Optimization exercise on an open flow, not production practice.
RTL: at most simulated, not proved equivalent.
Power: default activity.

==> design.v <==
package lps_pkg;
    localparam int COORD_BITS_DEF = 12;
    localparam logic KIND_LOAD = 1'b0;
    localparam logic KIND_STEP = 1'b1;
    localparam int PH_FIRST  = 0;
    localparam int PH_SECOND = 1;
    localparam int PH_WALK0  = 2;
    localparam int PH_WALK   = 3;
endpackage
module lps_step_core
#(
    parameter int W = lps_pkg::COORD_BITS_DEF
)
(
    input  logic                clk,
    input  logic                rst_n,
    input  logic                proc,
    input  logic                kind,
    input  logic                load_wr,
    input  logic signed [W-1:0] x_start,
    input  logic signed [W-1:0] y_start,
    input  logic signed [W-1:0] x_end,
    input  logic signed [W-1:0] y_end,
    output logic                res_pixel_valid,
    output logic signed [W-1:0] res_x,
    output logic signed [W-1:0] res_y,
    output logic                res_last
);
    logic [3:0]   phase_reg, phase_next;    
    logic [W-1:0] cur_x_reg, cur_x_next;
    logic [W-1:0] cur_y_reg, cur_y_next;
    logic [W-1:0] far_x_reg, far_x_next;    
    logic [W-1:0] far_y_reg, far_y_next;    
    logic [W-1:0] u_reg, u_next;            
    logic [W-1:0] v_reg, v_next;            
    logic         neg_x_reg, neg_x_next;
    logic         neg_y_reg, neg_y_next;
    logic         maj_y_reg, maj_y_next;
    logic         cin_reg, cin_next;        
    logic         qcin_reg, qcin_next;      
    logic         pv_reg, pv_next;
    logic         last_reg, last_next;
    logic [W:0]   dx, dy, t, q_wrap;
    logic         walking, s_maj, s_min, diag, y_dec, p_far, minor, is_last;
    logic         s_maj_n, s_min_n;
    logic [W-1:0] m_big;
    assign res_pixel_valid = pv_reg;
    assign res_x           = pv_reg ? cur_x_reg : '0;
    assign res_y           = pv_reg ? cur_y_reg : '0;
    assign res_last        = last_reg;
    always_comb
    begin
        dx      = {far_x_reg[W-1], far_x_reg} - {u_reg[W-1], u_reg};
        dy      = {far_y_reg[W-1], far_y_reg} - {v_reg[W-1], v_reg};
        walking = phase_reg[lps_pkg::PH_WALK];
        s_maj   = maj_y_reg ? neg_y_reg : neg_x_reg;
        s_min   = maj_y_reg ? neg_x_reg : neg_y_reg;
        diag    = (v_reg != '0) || s_min;
        y_dec   = diag && (neg_x_reg ^ neg_y_reg);
        p_far   = (maj_y_reg && !diag) ? neg_y_reg : neg_x_reg;
        t       = {1'b0, u_reg} + {1'b1, ~v_reg} + (W+1)'(cin_reg);
        minor   = t[W];
        q_wrap  = {1'b0, u_reg} + {1'b0, walking ? far_x_reg : '0} + (W+1)'(qcin_reg);
        m_big   = u_reg;
        phase_next = phase_reg;
        cur_x_next = cur_x_reg;
        cur_y_next = cur_y_reg;
        far_x_next = far_x_reg;
        far_y_next = far_y_reg;
        u_next     = u_reg;
        v_next     = v_reg;
        neg_x_next = neg_x_reg;
        neg_y_next = neg_y_reg;
        maj_y_next = maj_y_reg;
        pv_next    = pv_reg;
        last_next  = last_reg;
        is_last    = 1'b0;
        if (proc)
        begin
            pv_next   = 1'b0;
            last_next = 1'b0;
            if (kind == lps_pkg::KIND_LOAD)
                phase_next = 4'b0001 << lps_pkg::PH_FIRST;
            else
            begin
                phase_next = '0;
                case (1'b1)
                    phase_reg[lps_pkg::PH_FIRST]:
                    begin
                        pv_next    = 1'b1;
                        cur_x_next = u_reg;
                        cur_y_next = v_reg;
                        u_next     = dx[W-1:0] ^ {W{dx[W]}};
                        v_next     = dy[W-1:0] ^ {W{dy[W]}};
                        neg_x_next = dx[W];
                        neg_y_next = dy[W];
                        phase_next[lps_pkg::PH_SECOND] = 1'b1;
                    end
                    phase_reg[lps_pkg::PH_SECOND]:
                    begin
                        pv_next    = 1'b1;
                        cur_x_next = far_x_reg;
                        cur_y_next = far_y_reg;
                        far_x_next = cur_x_reg;
                        far_y_next = cur_y_reg;
                        maj_y_next = t[W];
                        u_next     = t[W] ? v_reg : u_reg;
                        v_next     = t[W] ? u_reg : v_reg;
                        phase_next[lps_pkg::PH_WALK0] = 1'b1;
                    end
                    phase_reg[lps_pkg::PH_WALK0]:
                    begin
                        pv_next    = 1'b1;
                        if (!p_far)
                        begin
                            cur_x_next = far_x_reg;
                            cur_y_next = far_y_reg;
                        end
                        u_next     = q_wrap[W:1];
                        far_x_next = t[W-1:0];
                        far_y_next = q_wrap[W-1:0];
                        is_last    = (m_big[W-1:1] == '0)
                                  && (s_maj ? (diag && !m_big[0]) : (m_big[0] == diag));
                        last_next  = is_last;
                        phase_next[lps_pkg::PH_WALK] = !is_last;
                    end
                    phase_reg[lps_pkg::PH_WALK]:
                    begin
                        pv_next    = 1'b1;
                        far_y_next = far_y_reg - 1'b1;
                        u_next     = minor ? q_wrap[W-1:0] : t[W-1:0];
                        if (!maj_y_reg || minor)
                            cur_x_next = cur_x_reg + 1'b1;
                        if (maj_y_reg || minor)
                            cur_y_next = cur_y_reg + {{(W-1){y_dec}}, 1'b1};
                        is_last    = (far_y_reg == {{(W-2){1'b0}}, diag, !diag});
                        last_next  = is_last;
                        phase_next[lps_pkg::PH_WALK] = !is_last;
                    end
                    default:
                    begin
                    end
                endcase
            end
        end
        if (load_wr)
        begin
            far_x_next = x_end;
            far_y_next = y_end;
            u_next     = x_start;
            v_next     = y_start;
        end
        s_maj_n = maj_y_next ? neg_y_next : neg_x_next;
        s_min_n = maj_y_next ? neg_x_next : neg_y_next;
        if (phase_next[lps_pkg::PH_SECOND])
            cin_next = neg_x_next || !neg_y_next;
        else if (phase_next[lps_pkg::PH_WALK0])
            cin_next = s_maj_n || !s_min_n;
        else
            cin_next = !s_min_n;
        qcin_next = s_maj_n && !(phase_next[lps_pkg::PH_WALK] && s_min_n);
    end
    always_ff @(posedge clk or negedge rst_n)
    begin
        if (!rst_n)
            phase_reg <= '0;
        else
            phase_reg <= phase_next;
    end
    always_ff @(posedge clk)
    begin
        cur_x_reg <= cur_x_next;
        cur_y_reg <= cur_y_next;
        far_x_reg <= far_x_next;
        far_y_reg <= far_y_next;
        u_reg     <= u_next;
        v_reg     <= v_next;
        neg_x_reg <= neg_x_next;
        neg_y_reg <= neg_y_next;
        maj_y_reg <= maj_y_next;
        cin_reg   <= cin_next;
        qcin_reg  <= qcin_next;
        pv_reg    <= pv_next;
        last_reg  <= last_next;
    end
endmodule
module line_pixel_stepper
#(
    parameter int COORD_BITS = lps_pkg::COORD_BITS_DEF
)
(
    input  logic                         clk,
    input  logic                         rst_n,
    input  logic                         req_valid,
    output logic                         req_ready,
    input  logic                         req_kind,
    input  logic signed [COORD_BITS-1:0] req_x_start,
    input  logic signed [COORD_BITS-1:0] req_y_start,
    input  logic signed [COORD_BITS-1:0] req_x_end,
    input  logic signed [COORD_BITS-1:0] req_y_end,
    output logic                         rsp_valid,
    input  logic                         rsp_ready,
    output logic                         rsp_pixel_valid,
    output logic signed [COORD_BITS-1:0] rsp_pixel_x,
    output logic signed [COORD_BITS-1:0] rsp_pixel_y,
    output logic                         rsp_last
);
    logic pend_reg, pend_kind_reg, out_valid_reg;
    logic o_free, have, proc, kind_e, load_wr;
    assign req_ready = !pend_reg;
    assign rsp_valid = out_valid_reg;
    assign o_free    = !out_valid_reg || rsp_ready;
    assign have      = pend_reg || req_valid;
    assign proc      = have && o_free;
    assign kind_e    = pend_reg ? pend_kind_reg : req_kind;
    assign load_wr   = req_valid && !pend_reg && (req_kind == lps_pkg::KIND_LOAD);
    always_ff @(posedge clk or negedge rst_n)
    begin
        if (!rst_n)
        begin
            pend_reg      <= 1'b0;
            out_valid_reg <= 1'b0;
        end
        else
        begin
            pend_reg      <= have && !o_free;
            out_valid_reg <= proc || (out_valid_reg && !rsp_ready);
        end
    end
    always_ff @(posedge clk)
    begin
        if (!pend_reg)
            pend_kind_reg <= req_kind;
    end
    lps_step_core #(
        .W (COORD_BITS)
    ) u_core (
        .clk             (clk),
        .rst_n           (rst_n),
        .proc            (proc),
        .kind            (kind_e),
        .load_wr         (load_wr),
        .x_start         (req_x_start),
        .y_start         (req_y_start),
        .x_end           (req_x_end),
        .y_end           (req_y_end),
        .res_pixel_valid (rsp_pixel_valid),
        .res_x           (rsp_pixel_x),
        .res_y           (rsp_pixel_y),
        .res_last        (rsp_last)
    );
endmodule
==> run.sh <==
#!/bin/bash
# synth_recipe.tcl (not shown) runs the flow's synth.tcl, then flattens the netlist and writes it again
# the make line also repeats each setting of config.mk as NAME=value (left out here)
make -C /OpenROAD-flow-scripts/flow DESIGN_CONFIG=/design/flow/config.mk WORK_HOME=/design/flow/orfs CLKGATE_MAP_FILE= SYNTH_SCRIPT=/design/flow/synth_recipe.tcl finish
==> config.mk <==
export PLATFORM = sky130hd
export DESIGN_NAME = line_pixel_stepper
export DESIGN_NICKNAME = line_pixel_stepper
export VERILOG_FILES = /design/flow/design.v
export SDC_FILE = /design/flow/constraint.sdc
export NUM_CORES = 4
export LEC_CHECK = 0
export CAP_MARGIN = 20
export CORE_MARGIN = 2
export CORE_UTILIZATION = 55
export SETUP_SLACK_MARGIN = 4.2
export SLEW_MARGIN = 20
==> constraint.sdc <==
create_clock -name core_clock -period 7.0 [get_ports {clk}]
set_input_delay 1.4000 -clock core_clock [delete_from_list [all_inputs] [get_ports {clk}]]
set_output_delay 1.4000 -clock core_clock [all_outputs]
set_load 0.01 [all_outputs]
==> results of run 1 <==
## cells in the final DEF (no fill, tap or decap), types with 7 or more instances in the layout
master / n
sky130_fd_sc_hd__a211oi_1: 9
sky130_fd_sc_hd__a21o_1: 13
sky130_fd_sc_hd__a21oi_1: 92
sky130_fd_sc_hd__a31oi_1: 9
sky130_fd_sc_hd__and2_1: 38
sky130_fd_sc_hd__and3_1: 10
sky130_fd_sc_hd__buf_12: 9
sky130_fd_sc_hd__buf_4: 94
sky130_fd_sc_hd__buf_6: 19
sky130_fd_sc_hd__clkbuf_16: 13
sky130_fd_sc_hd__clkbuf_2: 14
sky130_fd_sc_hd__clkdlybuf4s50_1: 53
sky130_fd_sc_hd__dlygate4sd2_1: 13
sky130_fd_sc_hd__edfxtp_1: 74
sky130_fd_sc_hd__ha_1: 39
sky130_fd_sc_hd__ha_4: 8
sky130_fd_sc_hd__inv_1: 37
sky130_fd_sc_hd__inv_2: 7
sky130_fd_sc_hd__mux2i_1: 22
sky130_fd_sc_hd__nand2_1: 79
sky130_fd_sc_hd__nand2b_1: 8
sky130_fd_sc_hd__nand3_1: 15
sky130_fd_sc_hd__nor2_1: 85
sky130_fd_sc_hd__nor3_1: 24
sky130_fd_sc_hd__nor4_1: 7
sky130_fd_sc_hd__o211ai_1: 8
sky130_fd_sc_hd__o21a_1: 11
sky130_fd_sc_hd__o21ai_0: 41
sky130_fd_sc_hd__o21ai_1: 22
sky130_fd_sc_hd__xnor2_1: 44
sky130_fd_sc_hd__xnor2_2: 15
sky130_fd_sc_hd__xor2_1: 25
## what timing repair did
item / CTS / global route
pin swaps: 35 / 56
hold buffers: 0 / 0
gates cloned: 4 / 1
setup endpoints to repair: 162 / 107
resized for setup: 107 / 132
buffers inserted: 78 / 39
## worst max path at each step
| stage | from | endpoint | slack [ps] | cells past startpoint |
|---|---|---|---|---|
| floorplan | u_core.u_reg[0] | u_core.cur_y_reg[0] | 4170 | 10 |
| global placement | req_kind | u_core.u_reg[4] | 3210 | 5 |
| detailed placement | req_kind | u_core.u_reg[4] | 3160 | 5 |
| CTS | u_core.far_y_reg[0] | u_core.v_reg[1] | 4030 | 13 |
| global route | u_core.v_reg[0] | u_core.u_reg[9] | 3820 | 13 |
| finish | u_core.v_reg[0] | u_core.u_reg[10] | 3850 | 14 |
## power groups by stage
stage | clock (uW) | sequential [uW] | combinational [uW]
CTS | 527 | 876 | 2490
floorplan | 0 | 820 | 1590
global route | 554 | 894 | 3150
detailed placement | 0 | 919 | 2090
global placement | 0 | 916 | 2040
finish | 534 | 895 | 3010
## stage by stage
step	setup slack (ps)	instances	util	cell area, um2
after global placement	3210	1190	0.6278	9125
after global routing	3816	1328	0.7732	11240
final	3846	1328	0.7732	11240
after CTS	4035	1288	0.7218	10490
after floorplan	4173	970	-	8257
after detailed placement	3155	1190	0.6278	9125
## synth_stat cells (all sizes together) (10+ instances only)
library cell  count
clkbuf           36
o21ai            71
nand2            83
mux2i            24
and2             41
buf              13
a21oi            96
xnor2            61
nand3            19
a211oi           13
nor4             10
o21a             12
a21o             14
ha               50
edfxtp           74
nor3             30
xor2             28
inv              45
and3             10
a31oi            11
nand2b           10
nor2             91
## worst register-to-register path, stage by stage, from the launching register on
cell and delay, ps:
sky130_fd_sc_hd__edfxtp_1 420, sky130_fd_sc_hd__buf_6 160, sky130_fd_sc_hd__inv_4 60, sky130_fd_sc_hd__fa_2 240
sky130_fd_sc_hd__inv_2 60, sky130_fd_sc_hd__fa_2 350, sky130_fd_sc_hd__nor2b_2 160, sky130_fd_sc_hd__o211a_1 220
sky130_fd_sc_hd__o2bb2ai_4 80, sky130_fd_sc_hd__buf_4 170, sky130_fd_sc_hd__o31ai_4 200, sky130_fd_sc_hd__o41ai_4 140
sky130_fd_sc_hd__o221ai_1 200, sky130_fd_sc_hd__o211ai_1 140, sky130_fd_sc_hd__a31oi_1 350
## kinds of logic (layout without fill, tap and decap cells)
group | Yosys count | count (layout) | share of synthesized area
XOR/XNOR | 90 | 90 | 0.09833
buffers and inverters | 94 | 265 | 0.04602
AO/OA/AOI/OAI | 291 | 292 | 0.2315
adder cells (fa/ha/maj) | 56 | 56 | 0.09143
AND/OR/NAND/NOR | 325 | 327 | 0.1922
multiplexers | 28 | 28 | 0.03497
flip-flops | 86 | 86 | 0.3056
## cell type report
cell class / count / area, um2 / area share
clock buffer: 16 / 335.3 / 0.02984
inverter: 45 / 171.4 / 0.01525
multi-input combinational: 793 / 6136 / 0.5460
sequential: 86 / 2497 / 0.2222
tap: 184 / 230.2 / 0.02049
timing repair buffer: 204 / 1867 / 0.1661
## routing by layer
metal  track usage  vias up  share of wire
li1              -     3872              -
met1        0.5398     4213           0.37
met2        0.5889      753           0.43
met3       0.07094      162           0.14
met4        0.1610        0          0.059
met5             0        -              0
==> metrics.csv, run 1 <==
stage,metric,value,unit
worst_setup_path,most_used_cell_along_the_critical_path,sky130_fd_sc_hd__fa_2,
worst_setup_path,arrival,3300,ps
sta,holdWs,528.6,ps
die,die-height,125.8,um
sta,drv_slew,0,
worst_setup_path,crit_family,compound AO/OA/AOI/OAI gates,
route,drt_iter0_drc,1361,
die,num_rows,44,
die,core_area,14530,um2
synthesis,synth_cells,970,
sta,setup_viol_count_final,0,
min_path,min_delay_worst_endpoint,pend_kind_reg,
clock_network,cts_inserted_buffers,9,
die,top_level_ports,81,
worst_setup_path,critical_path_class,register to register,
synthesis,ys_ff_latch,86,
power,power_switching_share,0.4532,
global_route,grt_first_pass_wirelength,46930,um
global_route,grt_max_degree,88,
cells_and_area,num-fill-cells,976,
global_route,antenna_found_initial,0,
min_path,hp-start,pend_kind_reg,
cells_and_area,final_nets,1248,
sta,achievable-frequency,317.1,MHz
die,initial_standard_cell_utilization_of_the_core,0.5612,
synthesis,synth-edff-count,74,
power,power.density,395.2,nW/um2
clock_network,clkTransAtPathRegs,60,ps
clock_network,htree_levels,3,
worst_setup_path,crit_chain,buf_6 > inv_4 > fa_2 > inv_2 > fa_2 > nor2b_2 > o211a_1 > o2bb2ai_4 > buf_4 > o31ai_4 > o41ai_4 > o221ai_1 > o211ai_1 > a31oi_1,
min_path,hold_path_class,register to register,
run_status,status,no timing/DRC/antenna violations,
clock_network,clk_latency,360,ps
power,pwr-share-seq,0.201,
cells_and_area,drive_gt1_frac,0.2535,
global_route,number_of_global_route_vias_before_repair,8200,
cells_and_area,layout-area-overhead-vs-synth,37.77,%
route,drt-pass1-iter-count,6,
sta,maxSlewHeadroom,0.4538,
worst_setup_path,crit_path_max_fanout,3,
worst_setup_path,critical_path.startpoint_type,register,
clock_network,tritoncts,yes,
min_path,min_delay_path_depth,1,
worst_setup_path,critical_path.n_buffers_inverters,4,
worst_setup_path,timing.critical_path.slowest_stage_cell,sky130_fd_sc_hd__edfxtp_1,
power,largest_voltage_drop_on_the_vdd_net,251.5,uV
global_route,grtUsageTotal,0.3850,
synthesis,syn-mean-instance-area,8.409,um2
route,detail_route.wl_per_cell,24.89,um
sta,worstMarginPinSlew,819.3,ps
route,drc_errors,0,
worst_setup_path,worst-r2r-cell-count,14,
synthesis,syn_nets,1079,
worst_setup_path,critical_path.endpoint_type,register,
placed_design,dpl.hpwl,21000,um
route,antenna_violating_nets_post_route,0,
synthesis,synth_ff_type,sky130_fd_sc_hd__edfxtp_1,
power,comb_power_share,0.678,
sta,hold_viol_final,0,
sta,post-route-min-period,3154,ps
worst_setup_path,worst-r2r-setup-slack,3850,ps
route,dr_total_vias,9000,
worst_setup_path,worst-endpoint-required,7150,ps
die,die_width,125.8,um
power,internal_power,2428,uW
synthesis,yosysSeqAreaShare,0.3056,
worst_setup_path,max_stage_delay,420,ps
route,viasPerCell,6.777,
route,wl,33060,um
synthesis,yosysWarnings,2,
sta,setup_total_negative_slack,0,ps
worst_setup_path,worstReg2RegEnd,u_core.u_reg[10],
worst_setup_path,r2r_start,u_core.v_reg[0],
synthesis,synthDistinctLibCells,77,
sta,timing.clock.skew,6.593,ps
synthesis,post_synth_instance_area,8157,um2
synthesis,share_of_the_synthesized_area_in_the_top_cell_type,0.2724,
clock_network,clockRootBuffer,sky130_fd_sc_hd__clkbuf_16,
clock_network,maximum_buffer_depth_of_the_clock_tree,2,
die,design.die.area,15820,um2
synthesis,post_synth_main_area_contributors,"sky130_fd_sc_hd__edfxtp_1 27%, sky130_fd_sc_hd__ha_1 7.7%, sky130_fd_sc_hd__xnor2_1 6.6%",
power,power_frac_clock,0.120,
power,design_power_total,4441,uW
power,power.switching,2013,uW
clock_network,tritoncts_num_sinks,86,
global_route,gr-total-overflow,0,
flow_run,timing.max_cap.violations,0,
sta,min_period_over_period,0.4505,
sta,rsz0062_at_grt,yes,
cells_and_area,diodes,0,
synthesis,share_of_synthesized_flip_flops_with_an_asynchronous_set_or_reset,0.06977,
placed_design,gpl.final_weighted_congestion,0.9468,
power,power_leakage,0.004568,uW
synthesis,synth_largest_area_cell,sky130_fd_sc_hd__edfxtp_1,
placed_design,port_buffer_cells,80,
Testbench counts, summed over its fixed seeds: cycles 32,008, items 32,000.
==> run 2: changes to the inputs <==
--- a/config.mk
+++ b/config.mk
@@ -8,5 +8,5 @@
 export CAP_MARGIN = 20
 export CORE_MARGIN = 2
 export CORE_UTILIZATION = 55
-export SETUP_SLACK_MARGIN = 4.2
+export SETUP_SLACK_MARGIN = 3.4
 export SLEW_MARGIN = 20
==> run 2 against run 1 <==
Compared with the run above:
- still clean
- worst hold slack gained 33 ps
- first-iteration DRC count decreased by 28%
- area after synthesis unchanged
- setup slack got worse by 310 ps
- critical path depth down 3
- global-route usage fell by 3.9 points
- highest routed layer unchanged
==> metrics.csv, run 2 <==
stage,metric,value,unit
min_path,min_delay_path_depth,2,
global_route,gr-total-overflow,0,
power,pwr-share-seq,0.258,
worst_setup_path,worst-endpoint-required,7090,ps
clock_network,cts_inserted_buffers,9,
clock_network,postCtsHoldBufs,0,
worst_setup_path,worst-r2r-cell-count,11,
clock_network,maximum_buffer_depth_of_the_clock_tree,2,
power,comb_power_share,0.595,
worst_setup_path,arrival,3550,ps
worst_setup_path,timing.critical_path.slowest_stage_cell,sky130_fd_sc_hd__dfrtp_2,
die,die-height,125.8,um
route,dr_total_vias,7789,
power,power_leakage,0.003675,uW
placed_design,gpl.final_weighted_congestion,1.014,
die,initial_standard_cell_utilization_of_the_core,0.5612,
clock_network,tritoncts,yes,
global_route,grt_first_pass_wirelength,41900,um
global_route,grt_max_degree,86,
clock_network,htree_levels,3,
cells_and_area,layout_commonest_cell,sky130_fd_sc_hd__a21oi_1,
route,wl,27420,um
synthesis,synthDistinctLibCells,77,
clock_network,clkTransAtPathRegs,70,ps
cells_and_area,diodes,0,
cells_and_area,mostFrequentLayoutCells,"96 x sky130_fd_sc_hd__a21oi_1, 90 x sky130_fd_sc_hd__nor2_1, 82 x sky130_fd_sc_hd__nand2_1",
min_path,hold_path_class,register to register,
cells_and_area,layout-area-overhead-vs-synth,15.82,%
worst_setup_path,critical_path.startpoint_type,register,
sta,drv_slew,0,
placed_design,port_buffer_cells,80,
synthesis,yosysMostFrequentCell,sky130_fd_sc_hd__a21oi_1,
global_route,number_of_global_route_vias_before_repair,7171,
run_status,status,no timing/DRC/antenna violations,
synthesis,syn_nets,1079,
global_route,grtUsageTotal,0.3461,
route,drt_iter0_drc,977,
synthesis,synth_ff_type,sky130_fd_sc_hd__edfxtp_1,
worst_setup_path,critical_path.endpoint_type,register,
synthesis,synth_largest_area_cell,sky130_fd_sc_hd__edfxtp_1,
synthesis,synth_cells,970,
clock_network,clk_latency,360,ps
sta,min_period_over_period,0.4945,
sta,worst_slack,3539,ps
synthesis,syn-mean-instance-area,8.409,um2
power,power.density,378.8,nW/um2
route,drt-pass1-iter-count,6,
power,internal_power,1949,uW
die,die_width,125.8,um
synthesis,synth_common_cells,"96 x sky130_fd_sc_hd__a21oi_1, 91 x sky130_fd_sc_hd__nor2_1, 83 x sky130_fd_sc_hd__nand2_1",
sta,achievable-frequency,288.9,MHz
cells_and_area,drive_gt1_frac,0.06122,
sta,setup_viol_count_final,0,
die,core_area,14530,um2
synthesis,post_synth_instance_area,8157,um2
power,power_switching_share,0.4554,
route,antenna_violating_nets_post_route,0,
power,largest_voltage_drop_on_the_vdd_net,237.0,uV
sta,hold_viol_final,0,
synthesis,share_of_the_synthesized_area_in_the_top_cell_type,0.2724,
placed_design,dpl.hpwl,20610,um
cells_and_area,fin_util,0.6500,
synthesis,yosysSeqAreaShare,0.3056,
sta,post-route-min-period,3461,ps
flow_run,timing.max_cap.violations,0,
sta,setup_total_negative_slack,0,ps
synthesis,synth-edff-count,74,
worst_setup_path,critical_path_class,register to register,
synthesis,ys_ff_latch,86,
route,detail_route.wl_per_cell,22.60,um
power,power_frac_clock,0.147,
placed_design,place_ws,3026,ps
die,design.die.area,15820,um2
clock_network,tritoncts_num_sinks,86,
power,power.switching,1630,uW
sta,worstMarginPinSlew,869.6,ps
die,num_rows,44,
synthesis,share_of_synthesized_flip_flops_with_an_asynchronous_set_or_reset,0.06977,
clock_network,clockRootBuffer,sky130_fd_sc_hd__clkbuf_16,
sta,rsz0062_at_grt,no,
cells_and_area,final_nets,1134,
worst_setup_path,crit_path_max_fanout,17,
route,viasPerCell,6.421,
global_route,antenna_found_initial,0,
route,drc_errors,0,
sta,maxSlewHeadroom,0.4203,
sta,timing.clock.skew,12.33,ps
worst_setup_path,max_stage_delay,520,ps
die,top_level_ports,81,
synthesis,yosysWarnings,2,
worst_setup_path,crit_chain,and2_1 > fa_1 > fa_1 > a21o_1 > a41oi_1 > nand3_1 > a41oi_1 > xor2_2 > o221ai_1 > o211ai_1 > a31oi_1,
synthesis,post_synth_main_area_contributors,"sky130_fd_sc_hd__edfxtp_1 27%, sky130_fd_sc_hd__ha_1 7.7%, sky130_fd_sc_hd__xnor2_1 6.6%",
-- run 2: changes by cell type in the layout (fill, tap and decap cells not counted), moves of 13 or more --
cell                              delta
sky130_fd_sc_hd__buf_4              -81
sky130_fd_sc_hd__buf_6              -19
sky130_fd_sc_hd__clkbuf_2           -14
sky130_fd_sc_hd__clkdlybuf4s50_1    +27
sky130_fd_sc_hd__dlygate4sd2_1      -13
sky130_fd_sc_hd__o21ai_0            +25
sky130_fd_sc_hd__o21ai_1            -18
sky130_fd_sc_hd__xnor2_1            +17
sky130_fd_sc_hd__xnor2_2            -15
-- run 2: final timing paths --
check                                     from                   to  slack [ps]
max reg2reg                u_core.phase_reg[3]     u_core.u_reg[10]        3540
min                              out_valid_reg        out_valid_reg         560
min in group asynchronous                rst_n  u_core.phase_reg[3]        1280
max in group asynchronous                rst_n  u_core.phase_reg[0]        5480
max                        u_core.phase_reg[3]     u_core.u_reg[10]        3540
min reg2reg                      out_valid_reg        out_valid_reg         560
-- run 2: cell families (layout without fill, tap and decap cells) --
group                    after synthesis  in the layout  share of synthesized area
XOR/XNOR                              90             90                    0.09833
AND/OR/NAND/NOR                      325            325                     0.1922
flip-flops                            86             86                     0.3056
multiplexers                          28             28                    0.03497
buffers and inverters                 94            153                    0.04602
AO/OA/AOI/OAI                        291            291                     0.2315
adder cells (fa/ha/maj)               56             56                    0.09143
-- run 2: layout make-up --
cell class	count	area (um2)
clock buffers	9	225.2
clock inverters	6	86.33
fillers	1279	5087
inverters	45	168.9
multi-input cells	790	5341
flip-flops and latches	86	2496
well taps	184	230.2
repair buffers	93	898.4
-- run 2: worst max-delay path, delay by kind of cell, from the launching register on --
family | cells | cell delay (ps)
AO/OA/AOI/OAI | 6 | 1170
XOR/XNOR | 1 | 290
adder cells (fa/ha/maj) | 2 | 850
flip-flops | 1 | 520
AND/OR/NAND/NOR | 2 | 370
-- run 2: what timing repair did --
action / in CTS / in global routing
buffers inserted: 0 / 4
setup endpoints to repair: 2 / 31
gates cloned: 0 / 0
resized for setup: 1 / 7
pin swaps: 0 / 1
-- run 2: power by group through the flow --
stage	registers (uW)	logic, uW	clock network (uW)
global route	930	2310	542
global placement	919	2030	0
finish	924	2130	525
CTS	908	2060	527
detailed placement	918	2040	0
floorplan	820	1560	0
-- run 2: stage by stage --
stage | hold WS, ps | area (um2) | power (uW) | cells
6_report | 561.6 | 9447 | 3578 | 1213
5_1_grt | 585.8 | 9447 | 3786 | 1213
4_1_cts | 545.3 | 9380 | 3492 | 1209
3_5_place_dp | 530.3 | 9062 | 2959 | 1194
3_3_place_gp | 527.2 | 9062 | 2946 | 1194
2_1_floorplan | 481.1 | 8157 | 2383 | 970
-- run 2: metal layers --
metal  vias to the layer above  part of all wire  GRT usage  wire, um
met5                         -                 0          0         0
met2                       465              0.42     0.4954     11520
met3                        69              0.12    0.07689      3159
met1                      3633              0.43     0.5079     11670
met4                         0             0.039     0.1396      1072
li1                       3622                 -          -         -
==> run 3: changes to the inputs <==
--- a/config.mk
+++ b/config.mk
@@ -8,5 +8,5 @@
 export CAP_MARGIN = 20
 export CORE_MARGIN = 2
 export CORE_UTILIZATION = 55
-export SETUP_SLACK_MARGIN = 3.4
+export SETUP_SLACK_MARGIN = 3.7
 export SLEW_MARGIN = 20
==> run 3 against run 2 <==
Compared with the run above:
- non-clock buffer count grew 5
- sequential share of layout area shrank 0.19 points
- via count is essentially flat
- cell area grew 0.74%
- total power shrank 1.1%
- clock skew shrank 4.8 ps
- first-iteration DRC count shrank 12%
- sequential power shrank 0.6%
- critical endpoint is now u_core.u_reg[4]
- largest cell class unchanged
- largest power group unchanged
- highest routed layer unchanged
==> metrics.csv, run 3 <==
stage,metric,value,unit
power,power.density,372.0,nW/um2
route,met2_length,11380,um
clock_network,htree_levels,3,
die,core_area,14530,um2
worst_setup_path,max_stage_delay,500,ps
die,top_level_ports,81,
clock_network,cts_inserted_buffers,9,
route,routed.top_layer,met4,
power,comb_power_share,0.612,
synthesis,share_of_synthesized_flip_flops_with_an_asynchronous_set_or_reset,0.06977,
global_route,grt_max_degree,87,
clock_network,clockRootBuffer,sky130_fd_sc_hd__clkbuf_16,
sta,setup_total_negative_slack,0,ps
clock_network,clk_latency,350,ps
worst_setup_path,timing.critical_path.slowest_stage_cell,sky130_fd_sc_hd__edfxtp_1,
route,detailroute.wirelength.met3,3273,um
sta,drv_slew,0,
min_path,min_delay_path_depth,1,
die,die_width,125.8,um
power,power_switching_share,0.4644,
route,drc_errors,0,
die,initial_standard_cell_utilization_of_the_core,0.5612,
cells_and_area,diodes,0,
route,viasPerCell,6.390,
cells_and_area,drive_gt1_frac,0.07633,
cells_and_area,stdcell_area,9517,um2
die,design.die.area,15820,um2
synthesis,post_synth_and_or_nand_nor_area_fraction,0.1922,
synthesis,synth_common_cells,"96 x sky130_fd_sc_hd__a21oi_1, 91 x sky130_fd_sc_hd__nor2_1, 83 x sky130_fd_sc_hd__nand2_1",
power,internal_power,1896,uW
route,detail_route.wl_per_cell,22.48,um
global_route,antenna_found_initial,0,
sta,post-route-min-period,3281,ps
sta,maxSlewHeadroom,0.3830,
cells_and_area,num-fill-cells,1276,
synthesis,post_synth_xor_xnor_area,0.09833,
synthesis,synth_cells,970,
synthesis,syn-mean-instance-area,8.409,um2
placed_design,port_buffer_cells,80,
placed_design,gpl.final_weighted_congestion,0.9709,
synthesis,syn_nets,1079,
power,largest_voltage_drop_on_the_vdd_net,245.1,uV
die,die-height,125.8,um
synthesis,synthDistinctLibCells,77,
route,antenna_violating_nets_post_route,0,
synthesis,synth-edff-count,74,
power,power.switching,1644,uW
synthesis,synth_largest_area_cell,sky130_fd_sc_hd__edfxtp_1,
cells_and_area,layout-area-overhead-vs-synth,16.67,%
sta,min_period_over_period,0.4687,
cells_and_area,final_nets,1139,
sta,achievable-frequency,304.8,MHz
run_status,status,no timing/DRC/antenna violations,
cells_and_area,layout_commonest_cell,sky130_fd_sc_hd__a21oi_1,
synthesis,share_of_the_synthesized_area_in_the_top_cell_type,0.2724,
worst_setup_path,path_depth,12,
sta,rsz0062_at_grt,yes,
power,power_leakage,0.003691,uW
placed_design,placed_area,9055,um2
worst_setup_path,critical_path.startpoint_type,register,
clock_network,tritoncts_num_sinks,86,
worst_setup_path,worst-r2r-cell-count,12,
synthesis,yosysSeqAreaShare,0.3056,
global_route,grtUsageTotal,0.3426,
global_route,number_of_global_route_vias_before_repair,7231,
synthesis,ys_ff_latch,86,
sta,worstMarginPinSlew,925.6,ps
route,drt_iter0_drc,859,
synthesis,synth_ff_type,sky130_fd_sc_hd__edfxtp_1,
global_route,gr-total-overflow,0,
worst_setup_path,critical_path.endpoint_type,register,
synthesis,adder_cell_share_of_the_synthesized_area,0.09143,
worst_setup_path,arrival,3390,ps
sta,timing.clock.skew,7.502,ps
clock_network,tritoncts,yes,
synthesis,post_synth_instance_area,8157,um2
synthesis,yosysWarnings,2,
synthesis,post_synthesis_mux_area_share,0.03497,
route,wl,27410,um
worst_setup_path,crit_path_max_fanout,8,
synthesis,post_synth_main_area_contributors,"sky130_fd_sc_hd__edfxtp_1 27%, sky130_fd_sc_hd__ha_1 7.7%, sky130_fd_sc_hd__xnor2_1 6.6%",
power,pwr-share-seq,0.259,
sta,setup_viol_count_final,0,
cells_and_area,fin_util,0.6548,
route,route.layer.met1.wl,11510,um
clock_network,maximum_buffer_depth_of_the_clock_tree,2,
flow_run,timing.max_cap.violations,0,
synthesis,yosysMostFrequentCell,sky130_fd_sc_hd__a21oi_1,
worst_setup_path,critical_path.n_buffers_inverters,2,
global_route,grt_first_pass_wirelength,41520,um
worst_setup_path,crit_chain,inv_1 > fa_1 > inv_1 > fa_1 > nor2b_1 > o211a_1 > o2bb2ai_4 > o21ai_4 > mux2i_1 > o21ai_0 > nand3_1 > o221a_2,
worst_setup_path,crit_family,compound AO/OA/AOI/OAI gates,
cells_and_area,mostFrequentLayoutCells,"96 x sky130_fd_sc_hd__a21oi_1, 90 x sky130_fd_sc_hd__nor2_1, 82 x sky130_fd_sc_hd__nand2_1",
power,power_frac_clock,0.128,
min_path,hold_path_class,register to register,
synthesis,synth_top_family_by_area,compound AO/OA/AOI/OAI gates,
worst_setup_path,worst-endpoint-required,7100,ps
sta,hold_viol_final,0,
synthesis,synth_compound_area_frac,0.2315,
route,drt-pass1-iter-count,7,
clock_network,postCtsHoldBufs,0,
die,num_rows,44,
route,dr_total_vias,7790,
clock_network,clkTransAtPathRegs,60,ps
placed_design,dpl.hpwl,20100,um
worst_setup_path,critical_path_class,register to register,
-- run 3: cell count changes in the layout (fill, tap and decap cells not counted), sizes merged --
cell,before,now
buf,13,18
bufinv,2,0
clkinv,3,5
clkbuf,9,10
-- run 3: routing by layer --
layer / vias to the layer above / global-route usage
met3: 83 / 0.1011
met4: 0 / 0.1603
met5: - / 0
met1: 3596 / 0.4768
met2: 466 / 0.4913
li1: 3645 / -
-- run 3: worst register-to-register path: cells and delay by family, from the launching register on --
family | cells | cell delay, ps
AOI/OAI and AO/OA | 5 | 1160
adders and majority gates | 2 | 650
DFF | 1 | 500
and+or+nand+nor | 2 | 360
buffers and inverters | 2 | 230
muxes | 1 | 120
-- run 3: worst paths after layout --
kind / endpoint / start / slack (ps)
hold reg to reg: u_core.cin_reg / u_core.neg_x_reg / 570
hold / removal: u_core.cin_reg / u_core.neg_x_reg / 570
setup reg to reg: u_core.u_reg[4] / u_core.v_reg[0] / 3720
min in group asynchronous: u_core.phase_reg[3] / rst_n / 1290
max in group asynchronous: u_core.phase_reg[0] / rst_n / 5460
setup / recovery: u_core.u_reg[4] / u_core.v_reg[0] / 3720
-- run 3: per-stage QoR --
step | total power [uW] | setup slack [ps] | hold slack, ps | instances
finish | 3540 | 3719 | 566.2 | 1219
global placement | 2937 | 3106 | 536.0 | 1193
global route | 3747 | 3672 | 590.9 | 1219
floorplan | 2384 | 3841 | 481.1 | 970
detailed placement | 2951 | 3036 | 554.2 | 1193
CTS | 3447 | 3706 | 568.2 | 1218
-- run 3: layout make-up --
| type | count | area, um2 | area share |
|---|---|---|---|
| Multi-Input combinational cell | 790 | 5419 | 0.5694 |
| Sequential cell | 86 | 2496 | 0.2623 |
| Clock inverter | 6 | 37.54 | 0.003944 |
| Timing Repair Buffer | 98 | 935.9 | 0.09834 |
| Tap cell | 184 | 230.2 | 0.02419 |
| Inverter | 45 | 168.9 | 0.01775 |
| Clock buffer | 10 | 229.0 | 0.02406 |
-- run 3: cell families (layout without fill, tap and decap cells) --
family / count (synthesis) / count (layout)
and+or+nand+nor: 325 / 325
AOI/OAI and AO/OA: 291 / 291
buffers and inverters: 94 / 159
xor gates and xnor gates: 90 / 90
DFF: 86 / 86
adders and majority gates: 56 / 56
muxes: 28 / 28
-- run 3: what timing repair did --
action	in CTS	in global routing
buffers inserted	9	1
pin swaps	3	4
resized for setup	11	15
endpoints found under the setup margin	88	46
-- run 3: power by group through the flow --
stage | Combinational, uW | Sequential (uW) | Clock, uW
floorplan | 1560 | 820 | 0
global placement | 2020 | 919 | 0
detailed placement | 2030 | 918 | 0
CTS | 2090 | 900 | 455
global route | 2350 | 919 | 474
finish | 2170 | 918 | 455
==> run 4: changes to the inputs <==
==> flow/run.sh (new file) <==
#!/bin/bash
# The standard layout (the standard.sh: ORFS synthesis to finish, unchanged), except
# that the buffer on each input and output port is sky130_fd_sc_hd__buf_1 instead of the
# cell buffer_ports picks by itself (a slow clkdlybuf4s50_1 delay cell).
# ORFS writes each step's full log under orfs/logs/; make's own output goes to
# flow_make.log here.
set -euo pipefail
cd "$(dirname "$0")/.."
export BUFFER_PORTS_ARGS="-buffer_cell sky130_fd_sc_hd__buf_1"
bash standard.sh finish > flow_make.log 2>&1
==> standard.sh (new file) <==
#!/bin/bash
# synth_recipe.tcl (not shown) runs the flow's synth.tcl, then flattens the netlist and writes it again
# the make line also repeats each setting of config.mk as NAME=value (left out here)
make -C /OpenROAD-flow-scripts/flow DESIGN_CONFIG=/design/flow/config.mk WORK_HOME=/design/flow/orfs CLKGATE_MAP_FILE= SYNTH_SCRIPT=/design/flow/synth_recipe.tcl "${@:-finish}"
--- a/config.mk
+++ b/config.mk
@@ -8,5 +8,6 @@
 export CAP_MARGIN = 20
 export CORE_MARGIN = 2
 export CORE_UTILIZATION = 55
-export SETUP_SLACK_MARGIN = 3.7
+export SETUP_SLACK_MARGIN = 4.1
 export SLEW_MARGIN = 20
+export TNS_END_PERCENT = 5
removed: run.sh
==> run 4 against run 3 <==
Compared with the run above:
- clock power is 11% higher
- worst hold slack worse by 24 ps
- area after synthesis stayed put
- register-to-register slack better by 190 ps
- critical path type unchanged
==> metrics.csv, run 4 <==
stage,metric,value,unit
clock_network,cts_inserted_buffers,9,
route,route.layer.met1.wl,12100,um
synthesis,syn-mean-instance-area,8.409,um2
synthesis,share_of_the_synthesized_area_in_the_top_cell_type,0.2724,
synthesis,post_synth_main_area_contributors,"sky130_fd_sc_hd__edfxtp_1 27%, sky130_fd_sc_hd__ha_1 7.7%, sky130_fd_sc_hd__xnor2_1 6.6%",
synthesis,synth_ff_type,sky130_fd_sc_hd__edfxtp_1,
worst_setup_path,critical_path.startpoint_type,register,
global_route,grtUsageTotal,0.3387,
route,met2_length,11510,um
synthesis,synth_cells,970,
sta,drv_slew,0,
placed_design,dpl.hpwl,19930,um
die,die_width,125.8,um
cells_and_area,drive_gt1_frac,0.1167,
sta,worstMarginPinSlew,942.0,ps
global_route,grt_max_degree,87,
sta,setup_total_negative_slack,0,ps
route,wl,26940,um
synthesis,post_synth_instance_area,8157,um2
worst_setup_path,critical_path_class,register to register,
worst_setup_path,critical_path.endpoint_type,register,
route,detail_route.wl_per_cell,21.76,um
placed_design,placed_cells_incl_taps,1195,
clock_network,htree_levels,3,
power,power.density,389.7,nW/um2
sta,rsz0062_at_grt,yes,
synthesis,yosysWarnings,2,
clock_network,maximum_buffer_depth_of_the_clock_tree,2,
global_route,number_of_global_route_vias_before_repair,7021,
power,largest_voltage_drop_on_the_vdd_net,235.8,uV
cells_and_area,layout-area-overhead-vs-synth,15.14,%
worst_setup_path,worst-r2r-setup-slack,3910,ps
worst_setup_path,worst-endpoint-required,7110,ps
cells_and_area,diodes,0,
synthesis,yosysSeqAreaShare,0.3056,
sta,achievable-frequency,323.1,MHz
route,viasPerCell,6.245,
die,top_level_ports,81,
synthesis,synth_common_cells,"96 x sky130_fd_sc_hd__a21oi_1, 91 x sky130_fd_sc_hd__nor2_1, 83 x sky130_fd_sc_hd__nand2_1",
sta,min_period_over_period,0.4421,
power,power_leakage,0.003632,uW
die,die-height,125.8,um
route,detailroute.wirelength.met3,2555,um
route,routed.top_layer,met4,
sta,post-route-min-period,3095,ps
cells_and_area,layout_commonest_cell,sky130_fd_sc_hd__a21oi_1,
die,design.die.area,15820,um2
route,drt-pass1-iter-count,5,
flow_run,timing.max_cap.violations,0,
min_path,hold_path_class,register to register,
sta,hold_viol_final,0,
synthesis,synthDistinctLibCells,77,
synthesis,syn_nets,1079,
route,antenna_violating_nets_post_route,0,
cells_and_area,fin_util,0.6462,
clock_network,clkTransAtPathRegs,70,ps
cells_and_area,final_cell_count_no_fill,1238,
cells_and_area,mostFrequentLayoutCells,"95 x sky130_fd_sc_hd__a21oi_1, 90 x sky130_fd_sc_hd__nor2_1, 82 x sky130_fd_sc_hd__nand2_1",
global_route,antenna_found_initial,0,
global_route,grt_first_pass_wirelength,41030,um
sta,setup_viol_count_final,0,
cells_and_area,final_nets,1158,
synthesis,synth_largest_area_cell,sky130_fd_sc_hd__edfxtp_1,
run_status,status,no timing/DRC/antenna violations,
die,initial_standard_cell_utilization_of_the_core,0.5612,
route,dr_total_vias,7731,
clock_network,tritoncts_num_sinks,86,
die,num_rows,44,
sta,timing.clock.skew,12.26,ps
synthesis,share_of_synthesized_flip_flops_with_an_asynchronous_set_or_reset,0.06977,
global_route,gr-total-overflow,0,
placed_design,gpl.final_weighted_congestion,0.9639,
sta,maxSlewHeadroom,0.3720,
worst_setup_path,crit_path_max_fanout,15,
clock_network,clk_latency,360,ps
worst_setup_path,arrival,3200,ps
clock_network,clockRootBuffer,sky130_fd_sc_hd__clkbuf_16,
route,drt_iter0_drc,832,
route,drc_errors,0,
clock_network,tritoncts,yes,
synthesis,yosysMostFrequentCell,sky130_fd_sc_hd__a21oi_1,
die,core_area,14530,um2
placed_design,port_buffer_cells,80,
synthesis,ys_ff_latch,86,
synthesis,synth-edff-count,74,
power,design_power_total,3659,uW
run 4: cell counts after synthesis:
Identical to the previous run, type by type.
run 4: layout make-up:
type / instances / area [um2]
Multi-Input combinational cell: 790 / 5573
Fill cell: 1314 / 5142
Sequential cell: 86 / 2496
Timing Repair Buffer: 117 / 623.1
Clock buffer: 11 / 242.7
Tap cell: 184 / 230.2
Inverter: 45 / 168.9
Clock inverter: 5 / 57.56
run 4: kinds of logic after synthesis:
| kind of cell | count (synthesis) | synth area share |
|---|---|---|
| DFF | 86 | 0.3056 |
| xor gates and xnor gates | 90 | 0.09833 |
| buffers and inverters | 94 | 0.04602 |
| AOI/OAI and AO/OA | 291 | 0.2315 |
| muxes | 28 | 0.03497 |
| and+or+nand+nor | 325 | 0.1922 |
| adders and majority gates | 56 | 0.09143 |
run 4: worst max-delay path, stage by stage, from the launching register on:
cell,delay (ps)
sky130_fd_sc_hd__edfxtp_1,480
sky130_fd_sc_hd__inv_1,210
sky130_fd_sc_hd__ha_1,350
sky130_fd_sc_hd__a21o_1,220
sky130_fd_sc_hd__or4_4,430
sky130_fd_sc_hd__o2bb2ai_4,220
sky130_fd_sc_hd__o21a_4,260
sky130_fd_sc_hd__mux2i_1,200
sky130_fd_sc_hd__o21a_1,180
sky130_fd_sc_hd__o21ai_0,100
sky130_fd_sc_hd__a22o_1,210
run 4: power breakdown:
group | internal, uW | total [uW] | switching [uW]
Combinational | 980 | 2240 | 1260
Clock | 287 | 504 | 217
Sequential | 733 | 914 | 180
Total | 2000 | 3660 | 1660
run 4: final timing paths:
path | startpoint | endpoint | depth (start not counted)
min reg2reg | out_valid_reg | out_valid_reg | 2
min | out_valid_reg | out_valid_reg | 2
max reg2reg | u_core.v_reg[4] | u_core.u_reg[0] | 10
max | u_core.v_reg[4] | u_core.u_reg[0] | 10
max in group asynchronous | rst_n | u_core.phase_reg[3] | 1
min in group asynchronous | rst_n | pend_reg | 1
run 4: stage by stage:
step           instance area [um2]  worst slack, ps  hold slack, ps
6_report                      9392             3905           541.9
5_1_grt                       9392             3852           577.0
4_1_cts                       9107             3873           543.9
3_5_place_dp                  8579             3456           524.1
3_3_place_gp                  8579             3517           531.4
2_1_floorplan                 8177             3947           481.1
run 4: timing repair:
action,4_1_cts,5_1_grt
buffers inserted,13,14
hold buffers,0,0
setup endpoints to repair,100,137
resized for setup,21,44
pin swaps,6,22
run 4: routing by layer:
layer / GRT usage / vias to the layer above
li1: - / 3678
met1: 0.5105 / 3585
met2: 0.4973 / 415
met3: 0.05438 / 53
met4: 0.1112 / 0
met5: 0 / -
==> run 5: changes to the inputs <==
--- a/config.mk
+++ b/config.mk
@@ -8,6 +8,6 @@
 export CAP_MARGIN = 20
 export CORE_MARGIN = 2
 export CORE_UTILIZATION = 55
-export SETUP_SLACK_MARGIN = 4.1
+export SETUP_SLACK_MARGIN = 3.9
 export SLEW_MARGIN = 20
-export TNS_END_PERCENT = 5
+export TNS_END_PERCENT = 0
==> run 5 against run 4 <==
Compared with the run above:
- critical path depth is the same
- sequential power about the same
- global-route usage rose by 0.31 points
- area after synthesis unchanged
- non-clock buffer count decreased by 11
- first-iteration DRC count up 7.2%
- count of clock-buffer cells in the layout up 3
- combinational power fell by 2%
- clock power is 4.8% lower
- cell count shrank 0.89%
- critical endpoint is now u_core.u_reg[1]
==> metrics.csv, run 5 <==
stage,metric,value,unit
global_route,gr-total-overflow,0,
cells_and_area,final_nets,1147,
worst_setup_path,r2r_start,u_core.v_reg[0],
power,power_leakage,0.003538,uW
clock_network,tritoncts_num_sinks,86,
min_path,hold_path_class,register to register,
clock_network,htree_levels,3,
route,drc_errors,0,
placed_design,gpl.final_weighted_congestion,0.9608,
synthesis,yosysMostFrequentCell,sky130_fd_sc_hd__a21oi_1,
synthesis,share_of_synthesized_flip_flops_with_an_asynchronous_set_or_reset,0.06977,
sta,worstMarginPinSlew,974.7,ps
synthesis,synth_largest_area_cell,sky130_fd_sc_hd__edfxtp_1,
cells_and_area,fin_util,0.6297,
power,largest_voltage_drop_on_the_vdd_net,217.4,uV
sta,rsz0062_at_grt,yes,
synthesis,post_synth_instance_area,8157,um2
power,power.density,391.2,nW/um2
flow_run,timing.max_cap.violations,0,
synthesis,post_synth_and_or_nand_nor_area_fraction,0.1922,
synthesis,synthDistinctLibCells,77,
clock_network,cts_inserted_buffers,9,
cells_and_area,layout-area-overhead-vs-synth,12.21,%
route,wl,27230,um
synthesis,syn_nets,1079,
synthesis,ys_ff_latch,86,
clock_network,clockRootBuffer,sky130_fd_sc_hd__clkbuf_16,
synthesis,post_synthesis_mux_area_share,0.03497,
worst_setup_path,worst-endpoint-required,6980,ps
die,die-height,125.8,um
global_route,number_of_global_route_vias_before_repair,7080,
synthesis,synth_compound_area_frac,0.2315,
worst_setup_path,arrival,3140,ps
route,dr_total_vias,7754,
die,design.die.area,15820,um2
route,antenna_violating_nets_post_route,0,
global_route,grt_max_degree,87,
synthesis,synth-edff-count,74,
route,drt-pass1-iter-count,6,
cells_and_area,layout_commonest_cell,sky130_fd_sc_hd__a21oi_1,
clock_network,tritoncts,yes,
die,top_level_ports,81,
die,num_rows,44,
placed_design,port_buffer_cells,80,
worst_setup_path,critPathLaunch,u_core.v_reg[0],
global_route,grt_first_pass_wirelength,41090,um
run_status,status,no timing/DRC/antenna violations,
clock_network,clkTransAtPathRegs,60,ps
worst_setup_path,critical_path.startpoint_type,register,
synthesis,synth_ff_type,sky130_fd_sc_hd__edfxtp_1,
synthesis,synth_cells,970,
global_route,grtUsageTotal,0.3418,
die,initial_standard_cell_utilization_of_the_core,0.5612,
die,core_area,14530,um2
synthesis,post_synth_main_area_contributors,"sky130_fd_sc_hd__edfxtp_1 27%, sky130_fd_sc_hd__ha_1 7.7%, sky130_fd_sc_hd__xnor2_1 6.6%",
placed_design,dpl.hpwl,20240,um
cells_and_area,mostFrequentLayoutCells,"95 x sky130_fd_sc_hd__a21oi_1, 90 x sky130_fd_sc_hd__nor2_1, 82 x sky130_fd_sc_hd__nand2_1",
synthesis,post_synth_xor_xnor_area,0.09833,
cells_and_area,drive_gt1_frac,0.09012,
route,viasPerCell,6.319,
sta,achievable-frequency,316.8,MHz
worst_setup_path,worst-r2r-setup-slack,3840,ps
synthesis,syn-mean-instance-area,8.409,um2
sta,setup_viol_count_final,0,
cells_and_area,num-fill-cells,1341,
clock_network,clk_latency,350,ps
worst_setup_path,worstReg2RegEnd,u_core.u_reg[1],
worst_setup_path,worst-r2r-cell-count,10,
sta,hold_viol_final,0,
synthesis,synth_top_family_by_area,compound AO/OA/AOI/OAI gates,
synthesis,adder_cell_share_of_the_synthesized_area,0.09143,
cells_and_area,final_cell_count_no_fill,1227,
worst_setup_path,critical_path.endpoint_type,register,
sta,post-route-min-period,3156,ps
route,drt_iter0_drc,892,
worst_setup_path,crit_path_end,u_core.u_reg[1],
placed_design,placed_cells_incl_taps,1194,
sta,maxSlewHeadroom,0.3502,
route,detail_route.wl_per_cell,22.19,um
synthesis,yosysSeqAreaShare,0.3056,
sta,drv_slew,0,
clock_network,postCtsHoldBufs,0,
sta,min_period_over_period,0.4509,
sta,setup_total_negative_slack,0,ps
clock_network,maximum_buffer_depth_of_the_clock_tree,2,
cells_and_area,diodes,0,
worst_setup_path,crit_path_max_fanout,15,
synthesis,share_of_the_synthesized_area_in_the_top_cell_type,0.2724,
global_route,antenna_found_initial,0,
sta,timing.clock.skew,9.806,ps
synthesis,synth_common_cells,"96 x sky130_fd_sc_hd__a21oi_1, 91 x sky130_fd_sc_hd__nor2_1, 83 x sky130_fd_sc_hd__nand2_1",
synthesis,yosysWarnings,2,
die,die_width,125.8,um
worst_setup_path,critical_path_class,register to register,
-- run 5: cell families (layout without fill, tap and decap cells) --
kind of cell | Yosys count | in the layout
XOR/XNOR | 90 | 90
multiplexers | 28 | 28
adder cells (fa/ha/maj) | 56 | 56
buffers and inverters | 94 | 167
AND/OR/NAND/NOR | 325 | 325
AO/OA/AOI/OAI | 291 | 291
flip-flops | 86 | 86
-- run 5: per-stage QoR --
step           worst slack (ps)  area (um2)  total power [uW]  hold slack, ps
3_5_place_dp               3474        8571              2917           512.4
3_3_place_gp               3392        8562              2918           516.4
5_1_grt                    3741        9153              3793           564.3
2_1_floorplan              3619        8157              2383           481.1
6_report                   3844        9153              3580           531.3
4_1_cts                    3790        8956              3436           532.3
-- run 5: cell type report --
type                       instances  area (um2)  share of cell area
inverter                          45       168.9             0.01846
timing repair buffer             106       503.0             0.05496
sequential                        86        2496              0.2727
clock buffer                      14       275.3             0.03008
multi-input combinational        790        5464              0.5970
tap                              184       230.2             0.02515
clock inverter                     2       15.01            0.001640
-- run 5: where the power goes --
group | internal, uW | switching, uW
clock | 274 | 206
combinational | 916 | 1270
sequential | 733 | 179
-- run 5: layer usage --
layer / vias to the layer above / wire, um / GRT usage / part of all wire
met1: 3650 / 12080 / 0.5083 / 0.44
met3: 50 / 2948 / 0.07604 / 0.11
met4: 0 / 864 / 0.1202 / 0.032
met5: - / 0 / 0 / 0
li1: 3654 / - / - / -
met2: 400 / 11340 / 0.4903 / 0.42
-- run 5: worst min path at each step --
stage | start | to | slack [ps] | cells after the start
final | out_valid_reg | out_valid_reg | 530 | 2
after global routing | out_valid_reg | out_valid_reg | 560 | 2
after CTS | out_valid_reg | out_valid_reg | 530 | 2
after detailed placement | out_valid_reg | out_valid_reg | 510 | 2
after global placement | out_valid_reg | out_valid_reg | 520 | 2
after floorplan | u_core.neg_x_reg | u_core.cin_reg | 480 | 1
-- run 5: timing repair --
item                       4_1_cts  5_1_grt
buffers inserted                 5       11
pin swaps                        4        9
hold endpoints to repair         0        0
resized for setup               12       22
setup endpoints to repair       68       72
-- run 5: critical path, cell delays in order (launching register included) --
cell,delay [ps]
sky130_fd_sc_hd__edfxtp_1,470
sky130_fd_sc_hd__inv_1,120
sky130_fd_sc_hd__fa_1,450
sky130_fd_sc_hd__inv_1,100
sky130_fd_sc_hd__fa_1,210
sky130_fd_sc_hd__nor2b_2,50
sky130_fd_sc_hd__o211a_1,240
sky130_fd_sc_hd__o2bb2ai_4,240
sky130_fd_sc_hd__o21a_4,280
sky130_fd_sc_hd__o21ai_0,120
sky130_fd_sc_hd__nand2_1,500
==> run 6: changes to the inputs <==
--- a/config.mk
+++ b/config.mk
@@ -8,6 +8,5 @@
 export CAP_MARGIN = 20
 export CORE_MARGIN = 2
 export CORE_UTILIZATION = 55
-export SETUP_SLACK_MARGIN = 3.9
+export SETUP_SLACK_MARGIN = 3.7
 export SLEW_MARGIN = 20
-export TNS_END_PERCENT = 0
==> run 6 against run 5 <==
Compared with the run above:
- setup slack got worse by 120 ps
- maximum frequency fell by 3.7%
- non-clock buffer count is 1 lower
- clock power rose by 3%
- area after synthesis is the same
- critical endpoint is now u_core.u_reg[7]
- combinational power shrank 2%
- core utilization is 0.31 points lower
- still clean
- total power decreased by 0.99%
- count of clock-buffer cells in the layout is 3 lower
==> metrics.csv, run 6 <==
stage,metric,value,unit
clock_network,tritoncts,yes,
die,design.die.area,15820,um2
worst_setup_path,critical_path.startpoint_type,register,
die,die-height,125.8,um
clock_network,clk_latency,360,ps
worst_setup_path,critical_path.endpoint_type,register,
clock_network,maximum_buffer_depth_of_the_clock_tree,2,
clock_network,postCtsHoldBufs,0,
synthesis,share_of_the_synthesized_area_in_the_top_cell_type,0.2724,
sta,hold_viol_final,0,
route,viasPerCell,6.303,
sta,min_period_over_period,0.4684,
sta,achievable-frequency,305.0,MHz
run_status,status,no timing/DRC/antenna violations,
synthesis,ys_ff_latch,86,
power,largest_voltage_drop_on_the_vdd_net,248.4,uV
synthesis,yosysMostFrequentCell,sky130_fd_sc_hd__a21oi_1,
worst_setup_path,worst-r2r-cell-count,11,
synthesis,synth_ff_type,sky130_fd_sc_hd__edfxtp_1,
cells_and_area,num-fill-cells,1355,
worst_setup_path,crit_path_max_fanout,15,
cells_and_area,final_nets,1146,
cells_and_area,layout-area-overhead-vs-synth,11.66,%
clock_network,cts_inserted_buffers,9,
sta,holdWs,545.3,ps
route,dr_total_vias,7727,
cells_and_area,sequential_cell_area,2496,um2
global_route,grtUsageMet1,0.5101,
min_path,hold_path_class,register to register,
synthesis,synth_largest_area_cell,sky130_fd_sc_hd__edfxtp_1,
die,num_rows,44,
sta,timing.clock.skew,10.84,ps
die,initial_standard_cell_utilization_of_the_core,0.5612,
worst_setup_path,critical_path_class,register to register,
sta,rsz0062_at_grt,yes,
synthesis,yosysSeqAreaShare,0.3056,
route,antenna_violating_nets_post_route,0,
synthesis,syn-mean-instance-area,8.409,um2
sta,setup_total_negative_slack,0,ps
sta,setup_viol_count_final,0,
clock_network,clkTransAtPathRegs,70,ps
route,detail_route.wl_per_cell,22.11,um
global_route,antenna_found_initial,1,
placed_design,port_buffer_cells,80,
clock_network,tritoncts_num_sinks,86,
global_route,number_of_global_route_vias_before_repair,7000,
route,drt-pass1-iter-count,5,
die,core_area,14530,um2
synthesis,syn_nets,1079,
synthesis,synth_cells,970,
cells_and_area,diodes,0,
die,top_level_ports,81,
flow_run,timing.max_cap.violations,0,
clock_network,htree_levels,3,
die,die_width,125.8,um
sta,post-route-min-period,3279,ps
synthesis,synth-edff-count,74,
cells_and_area,multiInputGateArea,5408,um2
synthesis,post_synth_main_area_contributors,"sky130_fd_sc_hd__edfxtp_1 27%, sky130_fd_sc_hd__ha_1 7.7%, sky130_fd_sc_hd__xnor2_1 6.6%",
placed_design,gpl.final_weighted_congestion,1.001,
global_route,grt_max_degree,87,
synthesis,yosysWarnings,2,
global_route,met3_usage,0.08794,
synthesis,share_of_synthesized_flip_flops_with_an_asynchronous_set_or_reset,0.06977,
synthesis,post_synth_instance_area,8157,um2
placed_design,dpl.hpwl,20330,um
cells_and_area,layout_commonest_cell,sky130_fd_sc_hd__a21oi_1,
power,power_leakage,0.003530,uW
cells_and_area,drive_gt1_frac,0.07965,
route,wl,27100,um
sta,worstMarginPinSlew,882.7,ps
cells_and_area,final_cell_count_no_fill,1226,
min_path,min_delay_path_depth,2,
cells_and_area,mostFrequentLayoutCells,"96 x sky130_fd_sc_hd__a21oi_1, 90 x sky130_fd_sc_hd__nor2_1, 81 x sky130_fd_sc_hd__nand2_1",
synthesis,synth_common_cells,"96 x sky130_fd_sc_hd__a21oi_1, 91 x sky130_fd_sc_hd__nor2_1, 83 x sky130_fd_sc_hd__nand2_1",
global_route,gr-total-overflow,0,
global_route,grt_first_pass_wirelength,41450,um
route,drc_errors,0,
clock_network,clockRootBuffer,sky130_fd_sc_hd__clkbuf_16,
global_route,grtUsageTotal,0.3431,
worst_setup_path,worst-endpoint-required,7080,ps
synthesis,synthDistinctLibCells,77,
worst_setup_path,arrival,3360,ps
sta,maxSlewHeadroom,0.4115,
power,power.density,389.2,nW/um2
route,drt_iter0_drc,857,
global_route,globalRouteMet2Util,0.4827,
global_route,globalRoute.busiestLayer,met1,
placed_design,placed_cells_incl_taps,1195,
sta,drv_slew,0,
## run 6: cell counts after synthesis
Identical to the previous run, type by type.
## run 6: metrics by stage
| step | worst slack [ps] | util | instance area, um2 | power [uW] |
|---|---|---|---|---|
| floorplan | 3841 | - | 8167 | 2384 |
| global placement | 3492 | 0.5896 | 8569 | 2912 |
| detailed placement | 3447 | 0.5896 | 8569 | 2914 |
| CTS | 3714 | 0.6129 | 8907 | 3430 |
| global route | 3614 | 0.6266 | 9107 | 3759 |
| finish | 3721 | 0.6266 | 9107 | 3545 |
## run 6: power breakdown
group	total [uW]	leakage (uW)	internal [uW]	switching, uW
logic	2140	0.00258	894	1250
registers	910	0.000814	733	177
clock network	493	0.000140	278	215
## run 6: layer usage
layer  wire length [um]  up-vias
met2              11210      406
met1              12100     3615
met5                  0        -
met3               2969       45
met4                828        0
li1                   -     3661
## run 6: final timing paths
path                                 startpoint             endpoint  slack (ps)
worst max-delay path            u_core.v_reg[0]      u_core.u_reg[7]        3720
worst min-delay path              out_valid_reg        out_valid_reg         550
worst max register to register  u_core.v_reg[0]      u_core.u_reg[7]        3720
worst min register to register    out_valid_reg        out_valid_reg         550
max in group asynchronous                 rst_n  u_core.phase_reg[3]        5840
min in group asynchronous                 rst_n        out_valid_reg         910
## run 6: what timing repair did
action                                  in CTS  in global routing
gates cloned                                 0                  0
endpoints found under the setup margin      36                 60
setup buffers                                5                  9
gates resized for setup                      3                 18
pin swaps                                    2                  7
## run 6: kinds of logic (layout without fill, tap and decap cells)
kind of cell               after synthesis  count (layout)  share of synthesized area
and+or+nand+nor                        325             325                     0.1922
muxes                                   28              28                    0.03497
buffers and inverters                   94             166                    0.04602
adders and majority gates               56              56                    0.09143
DFF                                     86              86                     0.3056
AOI/OAI and AO/OA                      291             291                     0.2315
xor gates and xnor gates                90              90                    0.09833
## run 6: layout make-up
class,instances,area share
tap,184,0.02528
clock buffer,11,0.02555
inverter,45,0.01855
sequential,86,0.2741
multi-input combinational,790,0.5938
timing repair buffer,105,0.05619
clock inverter,5,0.006594
## run 6: worst max-delay path, cell delays in order (launching register included)
cell                        delay (ps)
sky130_fd_sc_hd__edfxtp_1          440
sky130_fd_sc_hd__inv_1             120
sky130_fd_sc_hd__fa_1              440
sky130_fd_sc_hd__inv_1              90
sky130_fd_sc_hd__fa_1              210
sky130_fd_sc_hd__nor2b_1            70
sky130_fd_sc_hd__o211a_1           250
sky130_fd_sc_hd__o2bb2ai_4         220
sky130_fd_sc_hd__o21a_2            360
sky130_fd_sc_hd__nor2_1            100
sky130_fd_sc_hd__o311ai_0          560
sky130_fd_sc_hd__a21oi_1           140
==> run 7: changes to the inputs <==
--- a/config.mk
+++ b/config.mk
@@ -7,6 +7,8 @@
 export LEC_CHECK = 0
 export CAP_MARGIN = 20
 export CORE_MARGIN = 2
-export CORE_UTILIZATION = 55
-export SETUP_SLACK_MARGIN = 3.7
+export CORE_UTILIZATION = 65
+export CTS_BUF_LIST = sky130_fd_sc_hd__clkbuf_8
+export SETUP_SLACK_MARGIN = 3.9
 export SLEW_MARGIN = 20
+export TNS_END_PERCENT = 10
==> run 7 against run 6 <==
Compared with the run above:
- still clean on timing, DRC and antenna
- total power down 1.7%
- combinational power rose by 3%
- non-clock buffer count up 6
- sequential share of layout area grew 0.079 points
- cell area is 0.29% lower
- clock power shrank 24%
- setup slack improved by 55 ps
- critical path type unchanged
- critical endpoint is now u_core.u_reg[2]
- largest cell class unchanged
==> metrics.csv, run 7 <==
stage,metric,value,unit
run_status,status,no timing/DRC/antenna violations,
die,num_rows,40,
die,design.die.area,13460,um2
synthesis,share_of_the_synthesized_area_in_the_top_cell_type,0.2724,
synthesis,yosysMostFrequentCell,sky130_fd_sc_hd__a21oi_1,
sta,achievable-frequency,310.2,MHz
die,die-height,116.0,um
placed_design,place_ws,3406,ps
sta,rsz0062_at_grt,yes,
synthesis,syn_nets,1079,
die,top_level_ports,81,
sta,setup_total_negative_slack,0,ps
worst_setup_path,critical_path.endpoint_type,register,
die,initial_standard_cell_utilization_of_the_core,0.6735,
synthesis,syn-mean-instance-area,8.409,um2
worst_setup_path,max_stage_delay,550,ps
worst_setup_path,critical_path.startpoint_type,register,
worst_setup_path,critical_path.n_buffers_inverters,2,
power,power_leakage,0.003516,uW
cells_and_area,layout_commonest_cell,sky130_fd_sc_hd__a21oi_1,
sta,hold_viol_final,0,
synthesis,post_synth_instance_area,8157,um2
sta,min_period_over_period,0.4606,
sta,worstMarginPinSlew,1147,ps
route,viasPerCell,6.526,
synthesis,yosysWarnings,2,
route,dr_total_vias,7942,
worst_setup_path,crit_path_max_fanout,15,
flow_run,timing.max_cap.violations,0,
synthesis,yosysSeqAreaShare,0.3056,
sta,drv_slew,0,
min_path,hold_path_class,register to register,
synthesis,synth_largest_area_cell,sky130_fd_sc_hd__edfxtp_1,
die,core_area,12110,um2
global_route,grt_max_degree,87,
route,drt_iter0_drc,1228,
cells_and_area,layout-area-overhead-vs-synth,11.34,%
sta,setup_viol_count_final,0,
power,largest_voltage_drop_on_the_vdd_net,305.5,uV
die,die_width,116.0,um
cells_and_area,drive_gt1_frac,0.09828,
worst_setup_path,most_used_cell_along_the_critical_path,sky130_fd_sc_hd__inv_1,
clock_network,htree_levels,3,
sta,timing.clock.skew,13.49,ps
placed_design,dpl.hpwl,19420,um
clock_network,clockRootBuffer,sky130_fd_sc_hd__clkbuf_8,
clock_network,cts_inserted_buffers,9,
synthesis,synthDistinctLibCells,77,
worst_setup_path,critical_path_class,register to register,
synthesis,share_of_synthesized_flip_flops_with_an_asynchronous_set_or_reset,0.06977,
sta,worst_slack,3776,ps
worst_setup_path,worst-r2r-setup-slack,3780,ps
global_route,gr-total-overflow,0,
worst_setup_path,timing.critical_path.slowest_stage_cell,sky130_fd_sc_hd__o31ai_1,
synthesis,synth_common_cells,"96 x sky130_fd_sc_hd__a21oi_1, 91 x sky130_fd_sc_hd__nor2_1, 83 x sky130_fd_sc_hd__nand2_1",
power,power.density,383.7,nW/um2
placed_design,placed_cells_incl_taps,1177,
clock_network,clk_latency,400,ps
synthesis,synth-edff-count,74,
worst_setup_path,arrival,3490,ps
route,drt-pass1-iter-count,6,
placed_design,port_buffer_cells,80,
cells_and_area,mostFrequentLayoutCells,"94 x sky130_fd_sc_hd__a21oi_1, 90 x sky130_fd_sc_hd__nor2_1, 82 x sky130_fd_sc_hd__nand2_1",
cells_and_area,final_cell_count_no_fill,1217,
worst_setup_path,worst-r2r-cell-count,12,
synthesis,synth_ff_type,sky130_fd_sc_hd__edfxtp_1,
cells_and_area,final_nets,1152,
min_path,min_delay_path_depth,2,
power,design_power_total,3485,uW
worst_setup_path,crit_chain,inv_1 > fa_2 > inv_1 > fa_1 > nor2b_1 > o211a_1 > o2bb2ai_4 > o21a_4 > nor2_1 > nor3_1 > o31ai_1 > a22o_1,
clock_network,clkTransAtPathRegs,90,ps
## run 7: logic make-up after synthesis
kind of cell,after synthesis,synth area share
AND/OR/NAND/NOR,325,0.1922
AO/OA/AOI/OAI,291,0.2315
buffers and inverters,94,0.04602
XOR/XNOR,90,0.09833
flip-flops,86,0.3056
adder cells (fa/ha/maj),56,0.09143
multiplexers,28,0.03497
## run 7: what timing repair did
| item | CTS | global route |
|---|---|---|
| gates resized for setup | 12 | 24 |
| buffers inserted | 10 | 13 |
| pin swaps | 3 | 10 |
| hold buffers | 0 | 0 |
| setup endpoints to repair | 76 | 75 |
## run 7: worst reg2reg max path: cells and delay by family (launching register included)
family	cells	cell delay, ps
AO/OA/AOI/OAI	5	1390
AND/OR/NAND/NOR	3	360
buffers and inverters	2	210
flip-flops	1	480
adder cells (fa/ha/maj)	2	650
## run 7: worst paths after layout
path | endpoint | from
hold reg to reg | out_valid_reg | out_valid_reg
setup reg to reg | u_core.u_reg[2] | u_core.v_reg[0]
setup / recovery | u_core.u_reg[2] | u_core.v_reg[0]
hold / removal | out_valid_reg | out_valid_reg
max in group asynchronous | u_core.phase_reg[0] | rst_n
min in group asynchronous | u_core.phase_reg[2] | rst_n
## run 7: area by class of cell
cell class / count / area (um2) / area share
Sequential cell: 86 / 2496 / 0.2749
Clock inverter: 7 / 73.82 / 0.008129
Multi-Input combinational cell: 790 / 5473 / 0.6026
Tap cell: 168 / 210.2 / 0.02315
Clock buffer: 9 / 123.9 / 0.01364
Timing Repair Buffer: 111 / 533.0 / 0.05869
Inverter: 45 / 168.9 / 0.01860
Antenna cell: 1 / 2.502 / 0.0002756
## run 7: metal layers
layer | GRT usage | wire [um]
met1 | 0.5810 | 10890
met4 | 0.1429 | 1008
met3 | 0.07741 | 3440
met2 | 0.6019 | 11520
met5 | 0 | 0
## run 7: power by group
part / switching (uW) / internal, uW
Sequential: 177 / 732
Clock: 208 / 167
Combinational: 1270 / 928
## run 7: stage by stage
| stage | util | hold slack, ps | cell area, um2 |
|---|---|---|---|
| finish | 0.7498 | 545.3 | 9081 |
| global route | 0.7496 | 588.3 | 9079 |
| CTS | 0.7322 | 538.4 | 8869 |
| detailed placement | 0.7046 | 507.6 | 8534 |
| global placement | 0.7046 | 505.8 | 8534 |
| floorplan | - | 481.1 | 8157 |
